Context: an optimization exercise on an open-source flow, tuned for small area, a short achievable clock period and few clock cycles. The choices shown serve that exercise and are no tape-out recipe.
Only simulation tests tie the RTL to the original design; equivalence was not proved.
Power and IR drop assume default switching activity.

[run.sh]
#!/bin/bash
# synth_recipe.tcl (not shown) runs the flow's synth.tcl, then flattens the netlist and writes it again
# the make line also repeats each setting of config.mk as NAME=value (left out here)
make -C /OpenROAD-flow-scripts/flow DESIGN_CONFIG=/design/flow/config.mk WORK_HOME=/design/flow/orfs CLKGATE_MAP_FILE= SYNTH_SCRIPT=/design/flow/synth_recipe.tcl finish
[config.mk]
export PLATFORM = sky130hd
export DESIGN_NAME = fifo_queue_with_match_remove
export DESIGN_NICKNAME = fifo_queue_with_match_remove
export VERILOG_FILES = /design/flow/design.v
export SDC_FILE = /design/flow/constraint.sdc
export NUM_CORES = 4
export LEC_CHECK = 0
export CAP_MARGIN = 20
export CORE_MARGIN = 2
export CORE_UTILIZATION = 40
export PLACE_DENSITY = 0.6
export SLEW_MARGIN = 20
[constraint.sdc]
create_clock -name core_clock -period 5.0 [get_ports {i_clk}]
set_input_delay 1.0000 -clock core_clock [delete_from_list [all_inputs] [get_ports {i_clk}]]
set_output_delay 1.0000 -clock core_clock [all_outputs]
set_load 0.01 [all_outputs]
[design.v]
`default_nettype none
package fqmr_pkg;
    localparam int DEF_QUEUE_DEPTH = 16;
    localparam int DEF_VALUE_BITS  = 32;
    localparam logic [1:0] FUNC_PUSH   = 2'd0;
    localparam logic [1:0] FUNC_POP    = 2'd1;
    localparam logic [1:0] FUNC_REMOVE = 2'd2;
    localparam logic [1:0] FUNC_LIST   = 2'd3;
    localparam logic [1:0] STAT_OK    = 2'd0;
    localparam logic [1:0] STAT_FULL  = 2'd1;
    localparam logic [1:0] STAT_EMPTY = 2'd2;
endpackage
`default_nettype wire
`default_nettype none
module fqmr_store #(
    parameter int QUEUE_DEPTH = fqmr_pkg::DEF_QUEUE_DEPTH,
    parameter int VALUE_BITS  = fqmr_pkg::DEF_VALUE_BITS
) (
    input  wire                               i_clk,
    input  wire  [QUEUE_DEPTH-1:0]            i_sh,
    input  wire  [QUEUE_DEPTH-1:0]            i_ld,
    input  wire  [VALUE_BITS-1:0]             i_wdata,
    output logic [QUEUE_DEPTH*VALUE_BITS-1:0] o_q
);
    logic [VALUE_BITS-1:0] r_q [QUEUE_DEPTH];
    always_ff @(posedge i_clk) begin
        for (int i = 0; i < QUEUE_DEPTH; i++) begin
            if (i_ld[i]) begin
                r_q[i] <= i_wdata;
            end else if (i_sh[i] && i < QUEUE_DEPTH - 1) begin
                r_q[i] <= r_q[(i + 1) % QUEUE_DEPTH];
            end
        end
    end
    always_comb begin
        for (int i = 0; i < QUEUE_DEPTH; i++) begin
            o_q[i*VALUE_BITS +: VALUE_BITS] = r_q[i];
        end
    end
endmodule
`default_nettype wire
`default_nettype none
module fqmr_seq #(
    parameter int QUEUE_DEPTH = fqmr_pkg::DEF_QUEUE_DEPTH,
    parameter int VALUE_BITS  = fqmr_pkg::DEF_VALUE_BITS
) (
    input  wire  [VALUE_BITS-1:0]             i_key,
    input  wire  [QUEUE_DEPTH*VALUE_BITS-1:0] i_q,
    input  wire  [VALUE_BITS-1:0]             i_wdata,
    output logic [QUEUE_DEPTH-1:0]            o_eq,
    output logic                              o_eq_wdata
);
    always_comb begin
        for (int i = 0; i < QUEUE_DEPTH; i++) begin
            o_eq[i] = (i_q[i*VALUE_BITS +: VALUE_BITS] == i_key);
        end
        o_eq_wdata = (i_wdata == i_key);
    end
endmodule
`default_nettype wire
`default_nettype none
module fifo_queue_with_match_remove #(
    parameter int QUEUE_DEPTH = fqmr_pkg::DEF_QUEUE_DEPTH,
    parameter int VALUE_BITS  = fqmr_pkg::DEF_VALUE_BITS
) (
    input  wire         i_clk,
    input  wire         i_rst_n,
    input  wire         i_s_tvalid,
    output logic        o_s_tready,
    input  wire  [31:0] i_s_tdata,    
    input  wire  [1:0]  i_s_tuser,    
    output logic        o_m_tvalid,
    input  wire         i_m_tready,
    output logic [63:0] o_m_tdata,    
    output logic [4:0]  o_m_tuser,    
    output logic        o_m_tlast     
);
    localparam int N = QUEUE_DEPTH;
    localparam int W = VALUE_BITS;
    logic         r_sk_v;
    logic [1:0]   r_sk_f;
    logic [W-1:0] r_sk_d;
    logic         r_v;
    logic         r_push, r_pop, r_rem, r_list;
    logic [W-1:0] r_d;
    logic [N-1:0] r_e;      
    logic         r_lk;     
    logic [N-3:0] r_w;      
    logic [N-1:0] r_len;
    logic [N*W-1:0] q;
    logic [W-1:0]   q0, q1;
    logic [N-1:0]   sh, ld;
    logic [W-1:0]   wdata;
    logic [N-1:0]   eq;
    logic           eq_wd;
    logic           c_v;
    logic [1:0]     c_f;
    logic [W-1:0]   c_d;
    logic           exec, last, done, load, rot;
    logic [N-1:0]   h, pre;
    logic           hit, h0;
    logic [N-1:0]   e_nxt;
    assign q0 = q[0 +: W];
    assign q1 = q[W +: W];
    assign c_v = r_sk_v | i_s_tvalid;
    assign c_f = r_sk_v ? r_sk_f : i_s_tuser;
    assign c_d = r_sk_v ? r_sk_d : i_s_tdata;
    assign o_s_tready = !r_sk_v;
    assign exec = r_v && i_m_tready;
    assign last = !r_list || !r_len[0] || (r_lk ? !r_w[0] : !r_len[1]);
    assign done = exec && last;
    assign load = c_v && (!r_v || done);
    assign rot  = r_list && r_lk;
    assign h = r_e & r_len;
    always_comb begin
        pre[0] = h[0];
        for (int i = 1; i < N; i++) begin
            pre[i] = pre[i-1] | h[i];
        end
    end
    assign hit = pre[N-1];
    assign h0  = h[0];
    always_comb begin
        for (int i = 0; i < N; i++) begin
            sh[i] = exec && (r_pop || (r_rem && pre[i]) ||
                             (rot && i >= 1 && i < N - 1 && r_len[(i + 1) % N]));
            ld[i] = exec && ((r_push && !r_len[i] && (i == 0 || r_len[(i + N - 1) % N])) ||
                             (rot && i >= 1 && r_len[i] && (i == N - 1 || !r_len[(i + 1) % N])));
        end
    end
    assign wdata = rot ? q1 : r_d;
    fqmr_store #(
        .QUEUE_DEPTH (N),
        .VALUE_BITS  (W)
    ) u_store (
        .i_clk   (i_clk),
        .i_sh    (sh),
        .i_ld    (ld),
        .i_wdata (wdata),
        .o_q     (q)
    );
    fqmr_seq #(
        .QUEUE_DEPTH (N),
        .VALUE_BITS  (W)
    ) u_cmp (
        .i_key      (c_d),
        .i_q        (q),
        .i_wdata    (r_d),
        .o_eq       (eq),
        .o_eq_wdata (eq_wd)
    );
    always_comb begin
        for (int i = 0; i < N; i++) begin
            if (ld[i]) begin
                e_nxt[i] = rot ? eq[1] : eq_wd;
            end else if (sh[i]) begin
                e_nxt[i] = (i < N - 1) ? eq[(i + 1) % N] : 1'b0;
            end else begin
                e_nxt[i] = eq[i];
            end
        end
    end
    always_ff @(posedge i_clk) begin
        if (!i_rst_n) begin
            r_sk_v <= 1'b0;
            r_v    <= 1'b0;
            r_len  <= '0;
            r_lk   <= 1'b0;
        end else begin
            if (r_sk_v) begin
                if (load) r_sk_v <= 1'b0;
            end else if (i_s_tvalid && !load) begin
                r_sk_v <= 1'b1;
            end
            if (load) begin
                r_v  <= 1'b1;
                r_lk <= 1'b0;
            end else if (done) begin
                r_v <= 1'b0;
            end else if (exec && r_list) begin
                r_lk <= 1'b1;
            end
            if (exec) begin
                if (r_push) begin
                    r_len <= {r_len[N-2:0], 1'b1};
                end else if (r_pop || (r_rem && hit)) begin
                    r_len <= {1'b0, r_len[N-1:1]};
                end
            end
        end
        if (!r_sk_v) begin
            r_sk_f <= i_s_tuser;
            r_sk_d <= i_s_tdata;
        end
        if (load) begin
            r_push <= (c_f == fqmr_pkg::FUNC_PUSH);
            r_pop  <= (c_f == fqmr_pkg::FUNC_POP);
            r_rem  <= (c_f == fqmr_pkg::FUNC_REMOVE);
            r_list <= (c_f == fqmr_pkg::FUNC_LIST);
            r_d    <= c_d;
            r_e    <= e_nxt;
        end
        if (exec && r_list) begin
            r_w <= r_lk ? {1'b0, r_w[N-3:1]} : r_len[N-1:2];
        end
    end
    logic fq0, fq1, fd, e0, e1;
    assign fq0 = r_len[0] && (r_push || (r_rem && !h0) || r_list);
    assign fq1 = r_len[1] && (r_pop || (r_rem && h0));
    assign fd  = r_push && !r_len[0];
    assign e0  = r_len[0] && (r_pop || (r_list && !r_lk));
    assign e1  = rot;
    assign o_m_tvalid        = r_v;
    assign o_m_tdata[63:32]  = ({W{fq0}} & q0) | ({W{fq1}} & q1) | ({W{fd}} & r_d);
    assign o_m_tdata[31:0]   = ({W{e0}} & q0) | ({W{e1}} & q1);
    assign o_m_tuser[0]      = r_push && r_len[N-1];
    assign o_m_tuser[1]      = r_pop && !r_len[0];
    assign o_m_tuser[2]      = r_rem && hit;
    assign o_m_tuser[3]      = (r_pop || r_list) && r_len[0];
    assign o_m_tuser[4]      = !r_push && ((r_pop || (r_rem && h0)) ? !r_len[1] : !r_len[0]);
    assign o_m_tlast         = last;
endmodule
`default_nettype wire
==> results.toml, run 1 <==
[worst_setup_path]
cp-start-kind = "flop"
path_class = "reg -> out"
slowest_stage = "a222oi_1"
endpoint_kind = "primary output"
crit_family = "simple AND/OR/NAND/NOR gates"
crit_buf_inv = 1
path_cells = "a222oi_1, and4_1, nand4_2, and2_1, clkdlybuf4s50_1"
cp_slowest_stage_delay_ns = 0.89
startpoint = "r_e[0]$_DFFE_PP_"
cp_max_fo = 7
r2r_start = "r_sk_v$_SDFF_PN0_"
cp_data_required_time_ns = 4.00
arrival_ns = 3.48

[timing]
finalSetupTns_ns = 0
final.min_clock_period_ns = 4.48
finalHoldViolCount = 0
setup_viol = 0
clock.fmax_mhz = 223
rsz0062_at_grt = "false"
drv_slew = 0
finClkSkew_ns = 0.0236
fin_crit_sh = 0.896
tightest_slew_ns = 1.06
relSlewSlack = 0.292

[cts]
cts_root_buffer = "clkbuf_16"
path_clk_slew_ns = 0.06
htreeDepth = 3
clkLatencyLatePin_ns = 0.62
post-cts-setup-buffer-count = 0
clock_sinks = 631
numCtsBuffers = 72
cts_buffer_depth = 3
ctsResizeCount = 0
cts_tree = "yes"
ctsHoldBuffers = 0

[yosys]
yosysUniqueCellTypes = 47
yosysTopAreaCell = "edfxtp_1"
synth_edf_count = 578
netlist_area_um2 = 33100
avgSynthCellArea_um2 = 10.7
synth_top_cell_area_share = 0.525
synth_fp_nets = 3141
ys_seq_area_frac = 0.557
ys.flop_type = "edfxtp_1"
synthTopCellsByCount = "578 x edfxtp_1, 514 x xnor2_1, 493 x nor2_1"
ys_async_sr_fraction = 0
synth_warnings = 4
yosys.cell_count.top_type = "edfxtp_1"
syn_inst = 3103
synth-seq-cells = 631
synth.area.top_cells = "edfxtp_1 52%, xnor2_1 14%, a21oi_1 6.7%, nor2_1 5.6%, dfxtp_1 3.2%"

[power]
vdd_drop_max_v = 0.000242
p_switching_uw = 3200
power_uw = 12600
p_per_area_nw_per_um2 = 329
leakage_uw = 0.0126
seqPwrFrac = 0.484
p_int_uw = 9370
clkPwrFrac = 0.400
switching_share = 0.254
combPwrFrac = 0.116

[detailed_routing]
dr.pass1.iters = 9
drtAntennaViolNets = 0
drtIter0Drc = 2213
vias = 23400
viasPerCell = 5.49
drc = 0
wl_per_cell_um = 22.9
drt-total-wl_mm = 97.5

[finish]
area_growth_pct = 15.4
final_net_count = 3178
fin_cells = 4263
drive_gt1_frac = 0.0968
antenna_cells = 0

[grt]
grt.overflow.total = 0
first_global_vias = 21900
grtUsageTotal = 0.227
grt_start_max_net_pins = 68
grt_antenna_before_repair = 1
grt_pass1_wl_mm = 144

[die]
top_level_ports = 110
die_w_um = 292
die_area_um2 = 85000
fp-row-count = 105
start_util = 0.404
die_y_um = 292
core_um2 = 82000

[placed_design]
place.gp.congestion = 0.952
io_buffers = 109
place_inst = 4136
hpwl_mm = 74.4

[run_status]
status = "no timing/DRC/antenna violations"

[run]
cap_viol_max_count = 0

[min_path]
min-delay-start = "r_sk_f[1]$_DFF_P_"
worstHoldPathType = "reg -> reg"
stage by stage:
step / setup slack [ns] / cell area, um2 / util / hold WS (ns)
after detailed placement: 0.866 / 36000 / 0.439 / 0.523
after global placement: 0.880 / 36000 / 0.439 / 0.513
final: 0.520 / 38200 / 0.466 / 0.534
after floorplan: 0.523 / 33100 / - / 0.486
after global routing: 0.462 / 38200 / 0.466 / 0.559
after CTS: 0.575 / 38200 / 0.465 / 0.538
state kept, by name (all words and copies together), names as in the netlist, 2 cells and up:
| signal | cells |
|---|---|
| r_sk_d | 32 |
| r_len | 16 |
| r_e | 16 |
| r_w | 14 |
| r_d | 32 |
| u_store.r_q | 512 |
| r_sk_f | 2 |
worst min-delay path, stage by stage, from the launching register on:
cell     delay, ns
dfxtp_1       0.30
mux2i_1       0.09
inv_1         0.10
layer usage:
layer | global-route usage | up-vias | part of all wire
met1 | 0.283 | 11400 | 0.41
met2 | 0.387 | 786 | 0.48
met3 | 0.0279 | 222 | 0.049
met5 | 0 | - | 0
li1 | - | 11000 | -
met4 | 0.117 | 0 | 0.057
placed cells by master, fill, tap and decap left out, types with 27 or more instances in the layout:
cell type / count
mux2i_1: 31
clkinv_1: 27
a22o_1: 33
nor2_1: 481
xnor2_1: 514
mux2i_4: 36
edfxtp_1: 578
clkbuf_16: 77
dfxtp_1: 52
nor4_1: 130
xor2_1: 30
nand4_1: 39
buf_4: 116
o21ai_0: 74
inv_1: 101
a21oi_1: 435
a222oi_1: 36
nand2_1: 103
clkdlybuf4s50_1: 109
area by class of cell:
| type | instances | area (um2) |
|---|---|---|
| clock buffers | 91 | 1980 |
| clock inverters | 36 | 208 |
| fillers | 7635 | 43800 |
| inverters | 102 | 383 |
| multi-input cells | 2106 | 13900 |
| flip-flops and latches | 631 | 18400 |
| well taps | 1070 | 1340 |
| repair buffers | 227 | 2000 |
power by group through the flow:
| stage | clock, uW | combinational [uW] | sequential, uW |
|---|---|---|---|
| 2_1_floorplan | 0 | 885 | 6130 |
| 3_3_place_gp | 0 | 1450 | 6190 |
| 3_5_place_dp | 0 | 1460 | 6190 |
| 4_1_cts | 5090 | 1460 | 6080 |
| 5_1_grt | 5280 | 1560 | 6100 |
| 6_report | 5030 | 1460 | 6090 |
logic make-up (layout without fill, tap and decap cells):
family                    after synthesis  count (layout)  share of synthesized area
xor gates and xnor gates              544             544                      0.144
muxes                                 100             100                     0.0308
DFF                                   631             631                      0.557
buffers and inverters                 366             456                     0.0475
AOI/OAI and AO/OA                     640             640                      0.111
and+or+nand+nor                       822             822                      0.110
final timing paths:
check | slack (ns) | endpoint | cells past startpoint
max | 0.52 | o_m_tuser[2] | 5
min | 0.53 | r_sk_f[1]$_DFF_P_ | 2
max reg2reg | 1.10 | r_e[5]$_DFFE_PP_ | 9
min reg2reg | 0.53 | r_sk_f[1]$_DFF_P_ | 2
Testbench counts, summed over its fixed seeds: cycles 5,439.
==> run 2: changes to the inputs <==
--- a/design.v
+++ b/design.v
@@ -23,14 +23,16 @@
     output logic [QUEUE_DEPTH*VALUE_BITS-1:0] o_q
 );
     logic [VALUE_BITS-1:0] r_q [QUEUE_DEPTH];
+    logic [QUEUE_DEPTH-1:0] hold;
+    assign hold = ~(i_ld | i_sh);
     always_ff @(posedge i_clk) begin
-        for (int i = 0; i < QUEUE_DEPTH; i++) begin
-            if (i_ld[i]) begin
-                r_q[i] <= i_wdata;
-            end else if (i_sh[i] && i < QUEUE_DEPTH - 1) begin
-                r_q[i] <= r_q[(i + 1) % QUEUE_DEPTH];
-            end
-        end
+        for (int i = 0; i < QUEUE_DEPTH - 1; i++) begin
+            r_q[i] <= ({VALUE_BITS{i_ld[i]}} & i_wdata) |
+                      ({VALUE_BITS{i_sh[i]}} & r_q[i + 1]) |
+                      ({VALUE_BITS{hold[i]}} & r_q[i]);
+        end
+        r_q[QUEUE_DEPTH-1] <= ({VALUE_BITS{i_ld[QUEUE_DEPTH-1]}} & i_wdata) |
+                              ({VALUE_BITS{!i_ld[QUEUE_DEPTH-1]}} & r_q[QUEUE_DEPTH-1]);
     end
     always_comb begin
         for (int i = 0; i < QUEUE_DEPTH; i++) begin
@@ -78,6 +80,7 @@
     localparam int N = QUEUE_DEPTH;
     localparam int W = VALUE_BITS;
     logic         r_sk_v;
+    logic         r_rdy;    
     logic [1:0]   r_sk_f;
     logic [W-1:0] r_sk_d;
     logic         r_v;
@@ -105,8 +108,14 @@
     assign c_v = r_sk_v | i_s_tvalid;
     assign c_f = r_sk_v ? r_sk_f : i_s_tuser;
     assign c_d = r_sk_v ? r_sk_d : i_s_tdata;
-    assign o_s_tready = !r_sk_v;
-    assign exec = r_v && i_m_tready;
+    assign o_s_tready = r_rdy;
+    logic          r_o_v;
+    logic [63:0]   r_o_data;
+    logic [4:0]    r_o_user;
+    logic          r_o_last;
+    logic          ofree;
+    assign ofree = !r_o_v || i_m_tready;
+    assign exec = r_v && ofree;
     assign last = !r_list || !r_len[0] || (r_lk ? !r_w[0] : !r_len[1]);
     assign done = exec && last;
     assign load = c_v && (!r_v || done);
@@ -163,14 +172,23 @@
     always_ff @(posedge i_clk) begin
         if (!i_rst_n) begin
             r_sk_v <= 1'b0;
+            r_rdy  <= 1'b1;
             r_v    <= 1'b0;
+            r_o_v  <= 1'b0;
             r_len  <= '0;
             r_lk   <= 1'b0;
         end else begin
             if (r_sk_v) begin
-                if (load) r_sk_v <= 1'b0;
+                if (load) begin
+                    r_sk_v <= 1'b0;
+                    r_rdy  <= 1'b1;
+                end
             end else if (i_s_tvalid && !load) begin
                 r_sk_v <= 1'b1;
+                r_rdy  <= 1'b0;
+            end
+            if (ofree) begin
+                r_o_v <= r_v;
             end
             if (load) begin
                 r_v  <= 1'b1;
@@ -200,24 +218,33 @@
             r_d    <= c_d;
             r_e    <= e_nxt;
         end
+        if (ofree) begin
+            r_o_data <= res_data;
+            r_o_user <= res_user;
+            r_o_last <= last;
+        end
         if (exec && r_list) begin
             r_w <= r_lk ? {1'b0, r_w[N-3:1]} : r_len[N-1:2];
         end
     end
     logic fq0, fq1, fd, e0, e1;
+    logic [63:0] res_data;
+    logic [4:0]  res_user;
     assign fq0 = r_len[0] && (r_push || (r_rem && !h0) || r_list);
     assign fq1 = r_len[1] && (r_pop || (r_rem && h0));
     assign fd  = r_push && !r_len[0];
     assign e0  = r_len[0] && (r_pop || (r_list && !r_lk));
     assign e1  = rot;
-    assign o_m_tvalid        = r_v;
-    assign o_m_tdata[63:32]  = ({W{fq0}} & q0) | ({W{fq1}} & q1) | ({W{fd}} & r_d);
-    assign o_m_tdata[31:0]   = ({W{e0}} & q0) | ({W{e1}} & q1);
-    assign o_m_tuser[0]      = r_push && r_len[N-1];
-    assign o_m_tuser[1]      = r_pop && !r_len[0];
-    assign o_m_tuser[2]      = r_rem && hit;
-    assign o_m_tuser[3]      = (r_pop || r_list) && r_len[0];
-    assign o_m_tuser[4]      = !r_push && ((r_pop || (r_rem && h0)) ? !r_len[1] : !r_len[0]);
-    assign o_m_tlast         = last;
+    assign res_data[63:32] = ({W{fq0}} & q0) | ({W{fq1}} & q1) | ({W{fd}} & r_d);
+    assign res_data[31:0]  = ({W{e0}} & q0) | ({W{e1}} & q1);
+    assign res_user[0]     = r_push && r_len[N-1];
+    assign res_user[1]     = r_pop && !r_len[0];
+    assign res_user[2]     = r_rem && hit;
+    assign res_user[3]     = (r_pop || r_list) && r_len[0];
+    assign res_user[4]     = !r_push && ((r_pop || (r_rem && h0)) ? !r_len[1] : !r_len[0]);
+    assign o_m_tvalid = r_o_v;
+    assign o_m_tdata  = r_o_data;
+    assign o_m_tuser  = r_o_user;
+    assign o_m_tlast  = r_o_last;
 endmodule
 `default_nettype wire
--- a/config.mk
+++ b/config.mk
@@ -5,8 +5,10 @@
 export SDC_FILE = /design/flow/constraint.sdc
 export NUM_CORES = 4
 export LEC_CHECK = 0
+export ABC_CLOCK_PERIOD_IN_PS = 2500
 export CAP_MARGIN = 20
 export CORE_MARGIN = 2
 export CORE_UTILIZATION = 40
 export PLACE_DENSITY = 0.6
+export SETUP_SLACK_MARGIN = 2.5
 export SLEW_MARGIN = 20
==> results.toml, run 2 <==
[run_status]
status = "no timing/DRC/antenna violations"

[detailed_routing]
drt-total-wl_mm = 128
viasPerCell = 6.21
vias = 28600
drtIter0Drc = 4499
drtAntennaViolNets = 0
wl_per_cell_um = 27.7
dr.pass1.iters = 8
drc = 0

[yosys]
ys_async_sr_fraction = 0
yosys.cell_count.top_type = "dfxtp_1"
synth.area.top_cells = "dfxtp_1 32%, edfxtp_1 15%, a221o_1 15%, xnor2_1 14%, nor2_1 6.1%"
avgSynthCellArea_um2 = 10.3
synth_fp_nets = 3240
synth_top_cell_area_share = 0.325
synth_warnings = 4
ys.flop_type = "dfxtp_1"
synth-seq-cells = 703
syn_inst = 3202
netlist_area_um2 = 33000
synthTopCellsByCount = "535 x dfxtp_1, 533 x nor2_1, 513 x xnor2_1"
yosysUniqueCellTypes = 53
ys_seq_area_frac = 0.478
synth_edf_count = 168
yosysTopAreaCell = "dfxtp_1"

[die]
die_area_um2 = 84700
top_level_ports = 110
die_y_um = 291
fp-row-count = 105
die_w_um = 291
start_util = 0.403
core_um2 = 81800

[worst_setup_path]
endpoint_kind = "flop"
cp_data_required_time_ns = 5.56
path_cells = "a222oi_1, buf_4, nand4_1, a21o_1, a221oi_2, nor2_2, buf_12, a21oi_4, buf_6, buf_12, a221o_1"
cp_slowest_stage_delay_ns = 0.47
r2r_slack_ns = 2.22
cp-start-kind = "flop"
path_class = "reg -> reg"
startpoint = "r_e[0]$_DFFE_PP_"
critical_path_cell_count = 11
cp_max_fo = 8
crit_path_frequent_cell = "buf_12"
arrival_ns = 3.34
critPathCapture = "u_store.r_q[9][3]$_DFF_P_"
crit_buf_inv = 4
r2r_cells = 11
r2r_start = "r_e[0]$_DFFE_PP_"
slowest_stage = "edfxtp_1"
crit_family = "compound AO/OA/AOI/OAI gates"
r2r-end = "u_store.r_q[9][3]$_DFF_P_"

[placed_design]
place.gp.congestion = 0.924
io_buffers = 109
dpl_cell_area_um2 = 35800
hpwl_mm = 81.9

[grt]
first_global_vias = 26100
grtUsageTotal = 0.283
grt_antenna_before_repair = 0
grt.overflow.total = 0
grt_start_max_net_pins = 65
grt_pass1_wl_mm = 182

[cts]
numCtsBuffers = 76
cts_buffer_depth = 3
htreeDepth = 3
cts_tree = "yes"
clock_sinks = 703
cts_root_buffer = "clkbuf_16"
path_clk_slew_ns = 0.06
clkLatencyLatePin_ns = 0.64

[finish]
drive_gt1_frac = 0.208
regMostFlops = "u_store.r_q"
postLayoutCellArea_um2 = 42900
layout_commonest_cell = "dfxtp_1"
largest_register_ffs = 480
area_growth_pct = 30.3
fillCellCount = 7031
final_net_count = 3512
layout_common_cells = "524 x dfxtp_1, 506 x nor2_1, 483 x xnor2_1"
largest_registers = "u_store.r_q: 480 flops, r_o_data: 64 flops"

[timing]
rsz0062_at_grt = "true"
fin_crit_sh = 0.555
clock.fmax_mhz = 360
finalHoldViolCount = 0
finClkSkew_ns = 0.0269
finalSetupTns_ns = 0
relSlewSlack = 0.343
final.min_clock_period_ns = 2.78
setup_viol = 0
tightest_slew_ns = 0.985
drv_slew = 0

[min_path]
worstHoldPathType = "reg -> reg"
whs_path_depth = 1

[run]
cap_viol_max_count = 0

[power]
leakage_uw = 0.0167
vdd_drop_max_v = 0.000278
p_per_area_nw_per_um2 = 490
[run 2: final cells by class]
type	instances	area, um2	share of cell area
Tap cell	1070	1340	0.0312
Inverter	102	383	0.00892
Clock inverter	29	292	0.00679
Multi-Input combinational cell	2108	17300	0.402
Antenna cell	1	2.50	0.0000583
Sequential cell	703	15800	0.367
Timing Repair Buffer	483	5620	0.131
Clock buffer	111	2240	0.0521
[run 2: repair_timing]
action | in CTS | in global routing
buffers inserted | 146 | 49
pin swaps | 91 | 48
resized for setup | 375 | 99
endpoints found under the setup margin | 707 | 540
hold buffers | 0 | 0
cloned | 22 | 14
[run 2: through the flow]
stage,setup WS [ns],hold WS (ns),power (uW),utilization,cells
detailed placement,0.804,0.514,14200,0.437,4235
floorplan,1.93,0.486,12300,-,3202
CTS,2.32,0.530,20500,0.510,4543
finish,2.22,0.531,21000,0.525,4607
global route,2.16,0.538,21600,0.525,4606
global placement,0.810,0.499,14200,0.437,4234
[run 2: kinds of logic (layout without fill, tap and decap cells)]
family	after synthesis	in the layout	synth area share
buffers and inverters	395	725	0.0502
xor gates and xnor gates	544	544	0.145
other	0	1	0
and+or+nand+nor	811	814	0.109
DFF	703	703	0.478
muxes	104	104	0.0329
AOI/OAI and AO/OA	645	646	0.186
[run 2: worst register-to-register path, delay by kind of cell (launching register included)]
family	cells	cell delay, ns
simple gates	2	0.31
flops	1	0.47
buf+inv	4	0.68
compound gates	5	1.26
[run 2: worst min-delay path by stage]
stage	end	slack, ns	start
final	u_store.r_q[14][20]$_DFF_P_	0.53	flop
after global routing	r_rdy$_SDFFE_PN1P_	0.54	r_rdy$_SDFFE_PN1P_
after detailed placement	u_store.r_q[14][23]$_DFF_P_	0.51	flop
after floorplan	r_sk_f[1]$_DFF_P_	0.49	r_sk_f[1]$_DFF_P_
after CTS	u_store.r_q[14][23]$_DFF_P_	0.53	flop
after global placement	r_rdy$_SDFFE_PN1P_	0.50	r_rdy$_SDFFE_PN1P_
[run 2: power breakdown]
| part | internal, uW | leakage (uW) | total [uW] | switching [uW] |
|---|---|---|---|---|
| sequential | 7490 | 0.00619 | 9600 | 2110 |
| clock | 3380 | 0.00124 | 5830 | 2460 |
| combinational | 2990 | 0.00925 | 5590 | 2600 |
[run 2: layer usage]
layer	share of wire	vias up	GRT usage
met3	0.12	216	0.0644
met4	0.024	2	0.0733
li1	-	12400	-
met1	0.42	14200	0.406
met5	0.00056	-	0
met2	0.44	1815	0.427
Testbench counts of run 2, summed over its fixed seeds: cycles 5,447.
==> run 3: changes to the inputs <==
--- a/config.mk
+++ b/config.mk
@@ -5,7 +5,6 @@
 export SDC_FILE = /design/flow/constraint.sdc
 export NUM_CORES = 4
 export LEC_CHECK = 0
-export ABC_CLOCK_PERIOD_IN_PS = 2500
 export CAP_MARGIN = 20
 export CORE_MARGIN = 2
 export CORE_UTILIZATION = 40
==> results.toml, run 3 <==
[min_path]
hold_end = "u_store.r_q[14][20]$_DFF_P_"
worstHoldPathType = "reg -> reg"
whs_path_depth = 1

[finish]
final_net_count = 3512
fillCellCount = 7031
largest_registers = "u_store.r_q: 480 flops, r_o_data: 64 flops"
layout_common_cells = "524 x dfxtp_1, 506 x nor2_1, 483 x xnor2_1"
layout_commonest_cell = "dfxtp_1"
largest_register_ffs = 480
area_growth_pct = 30.3
regMostFlops = "u_store.r_q"
multi_input_area_um2 = 17300
regArea_um2 = 15800
drive_gt1_frac = 0.208

[worst_setup_path]
r2r-end = "u_store.r_q[9][3]$_DFF_P_"
endpoint_kind = "flop"
path_class = "reg -> reg"
cp_data_required_time_ns = 5.56
r2r_slack_ns = 2.22
startpoint = "r_e[0]$_DFFE_PP_"
r2r_start = "r_e[0]$_DFFE_PP_"
cp-start-kind = "flop"
r2r_cells = 11
arrival_ns = 3.34
cp_max_fo = 8

[detailed_routing]
drt-total-wl_mm = 128
drtIter0Drc = 4499
viasPerCell = 6.21
wl_per_cell_um = 27.7
vias = 28600
dr.pass1.iters = 8
drtAntennaViolNets = 0
drc = 0

[grt]
first_global_vias = 26100
grtUsageTotal = 0.283
grt.overflow.total = 0
grt_antenna_before_repair = 0
grt_pass1_wl_mm = 182
grt_start_max_net_pins = 65

[yosys]
yosysTopAreaCell = "dfxtp_1"
yosysUniqueCellTypes = 53
synth.area.top_cells = "dfxtp_1 32%, edfxtp_1 15%, a221o_1 15%, xnor2_1 14%, nor2_1 6.1%"
synthTopCellsByCount = "535 x dfxtp_1, 533 x nor2_1, 513 x xnor2_1"
synth-seq-cells = 703
netlist_area_um2 = 33000
synth_warnings = 4
synth_top_cell_area_share = 0.325
ys_seq_area_frac = 0.478
synth_edf_count = 168
ys_async_sr_fraction = 0
synth_fp_nets = 3240
syn_inst = 3202
ys.flop_type = "dfxtp_1"
yosys.cell_count.top_type = "dfxtp_1"
avgSynthCellArea_um2 = 10.3

[timing]
fin_crit_sh = 0.555
finClkSkew_ns = 0.0269
finalHoldViolCount = 0
clock.fmax_mhz = 360
relSlewSlack = 0.343
tightest_slew_ns = 0.985
rsz0062_at_grt = "true"
setup_viol = 0
final.min_clock_period_ns = 2.78
finalSetupTns_ns = 0
drv_slew = 0

[placed_design]
io_buffers = 109
place.gp.congestion = 0.924
hpwl_mm = 81.9

[power]
p_per_area_nw_per_um2 = 490
leakage_uw = 0.0167
vdd_drop_max_v = 0.000278
power_uw = 21000

[cts]
numCtsBuffers = 76
path_clk_slew_ns = 0.06
cts_root_buffer = "clkbuf_16"
cts_tree = "yes"
clock_sinks = 703
htreeDepth = 3
clkLatencyLatePin_ns = 0.64
cts_buffer_depth = 3

[die]
die_area_um2 = 84700
core_um2 = 81800
die_y_um = 291
die_w_um = 291
start_util = 0.403
fp-row-count = 105
top_level_ports = 110

[run]
cap_viol_max_count = 0

[run_status]
status = "no timing/DRC/antenna violations"
-- run 3: layout make-up --
class                           count  area share
Antenna cell                        1   0.0000583
Clock buffer                      111      0.0521
Clock inverter                     29     0.00679
Inverter                          102     0.00892
Multi-Input combinational cell   2108       0.402
Sequential cell                   703       0.367
Tap cell                         1070      0.0312
Timing Repair Buffer              483       0.131
-- run 3: worst max-delay path by stage --
stage,to,slack (ns),cells past startpoint
after floorplan,r_d[0]$_DFFE_PP_,1.93,3
after global placement,r_e[14]$_DFFE_PP_,0.81,9
after detailed placement,r_e[14]$_DFFE_PP_,0.80,9
after CTS,u_store.r_q[9][3]$_DFF_P_,2.32,11
after global routing,u_store.r_q[9][3]$_DFF_P_,2.16,11
final,u_store.r_q[9][3]$_DFF_P_,2.22,11
-- run 3: where the power goes --
part           leakage [uW]  internal [uW]  switching [uW]
clock network       0.00124           3380            2460
logic               0.00925           2990            2600
registers           0.00619           7490            2110
total                0.0167          13900            7160
-- run 3: metal layers --
layer	track usage	share of wire	wire length (um)
met1	0.406	0.42	53200
met3	0.0644	0.12	15300
met5	0	0.00056	71
met4	0.0733	0.024	3090
met2	0.427	0.44	56100
-- run 3: kinds of logic (layout without fill, tap and decap cells) --
kind of cell | after synthesis | in the layout | share of synthesized area
AO/OA/AOI/OAI | 645 | 646 | 0.186
multiplexers | 104 | 104 | 0.0329
XOR/XNOR | 544 | 544 | 0.145
other | 0 | 1 | 0
buffers and inverters | 395 | 725 | 0.0502
AND/OR/NAND/NOR | 811 | 814 | 0.109
flip-flops | 703 | 703 | 0.478
-- run 3: worst max-delay path, stage by stage (launching register included) --
cell and delay, ns:
edfxtp_1 0.47, a222oi_1 0.35, buf_4 0.20, nand4_1 0.22, a21o_1 0.30, a221oi_2 0.27, nor2_2 0.09, buf_12 0.14
a21oi_4 0.17, buf_6 0.19, buf_12 0.15, a221o_1 0.16
-- run 3: stage by stage --
step | util | hold slack (ns) | std cells | setup slack (ns) | cell area, um2
floorplan | - | 0.486 | 3202 | 1.93 | 33100
global placement | 0.437 | 0.499 | 4234 | 0.810 | 35800
detailed placement | 0.437 | 0.514 | 4235 | 0.804 | 35800
CTS | 0.510 | 0.530 | 4543 | 2.32 | 41700
global route | 0.525 | 0.538 | 4606 | 2.16 | 42900
finish | 0.525 | 0.531 | 4607 | 2.22 | 42900
-- run 3: what timing repair did --
item	4_1_cts	5_1_grt
gates resized for setup	375	99
hold buffers	0	0
pin swaps	91	48
setup endpoints to repair	707	540
cloned	22	14
setup buffers	146	49

==> static timing again, ports no longer ideal <==
Ports are ideal in the flow. The routed layouts listed here were re-timed in OpenROAD.
Step 1 assumes that a clkbuf_16 drives the clock port and a buf_2 every other input.
Step 2 moves the port delays by t, midway between the first and last clock arrival at a register: inputs arrive t later, outputs are due t later. That takes back most of the time a late clock gives input paths.
Slacks: ideal ports / drivers / drivers and shift; pairs: ideal ports / drivers.
run | t (ns) | setup WS [ns] | worst register clock-pin slew, ns | worst slew at a driven data input, ns | cell pins on the clock port's net
run 1 | 0.675 | 0.520 / 0.454 / 0.758 | 0.06 / 0.06 | 0.06 | 1
run 2 | 0.704 | 2.225 / 2.225 / 1.600 | 0.07 / 0.07 | 0.05 | 1
run 3 | 0.704 | 2.225 / 2.225 / 1.600 | 0.07 / 0.07 | 0.05 | 1
After both steps setup and hold are still met in every run listed.
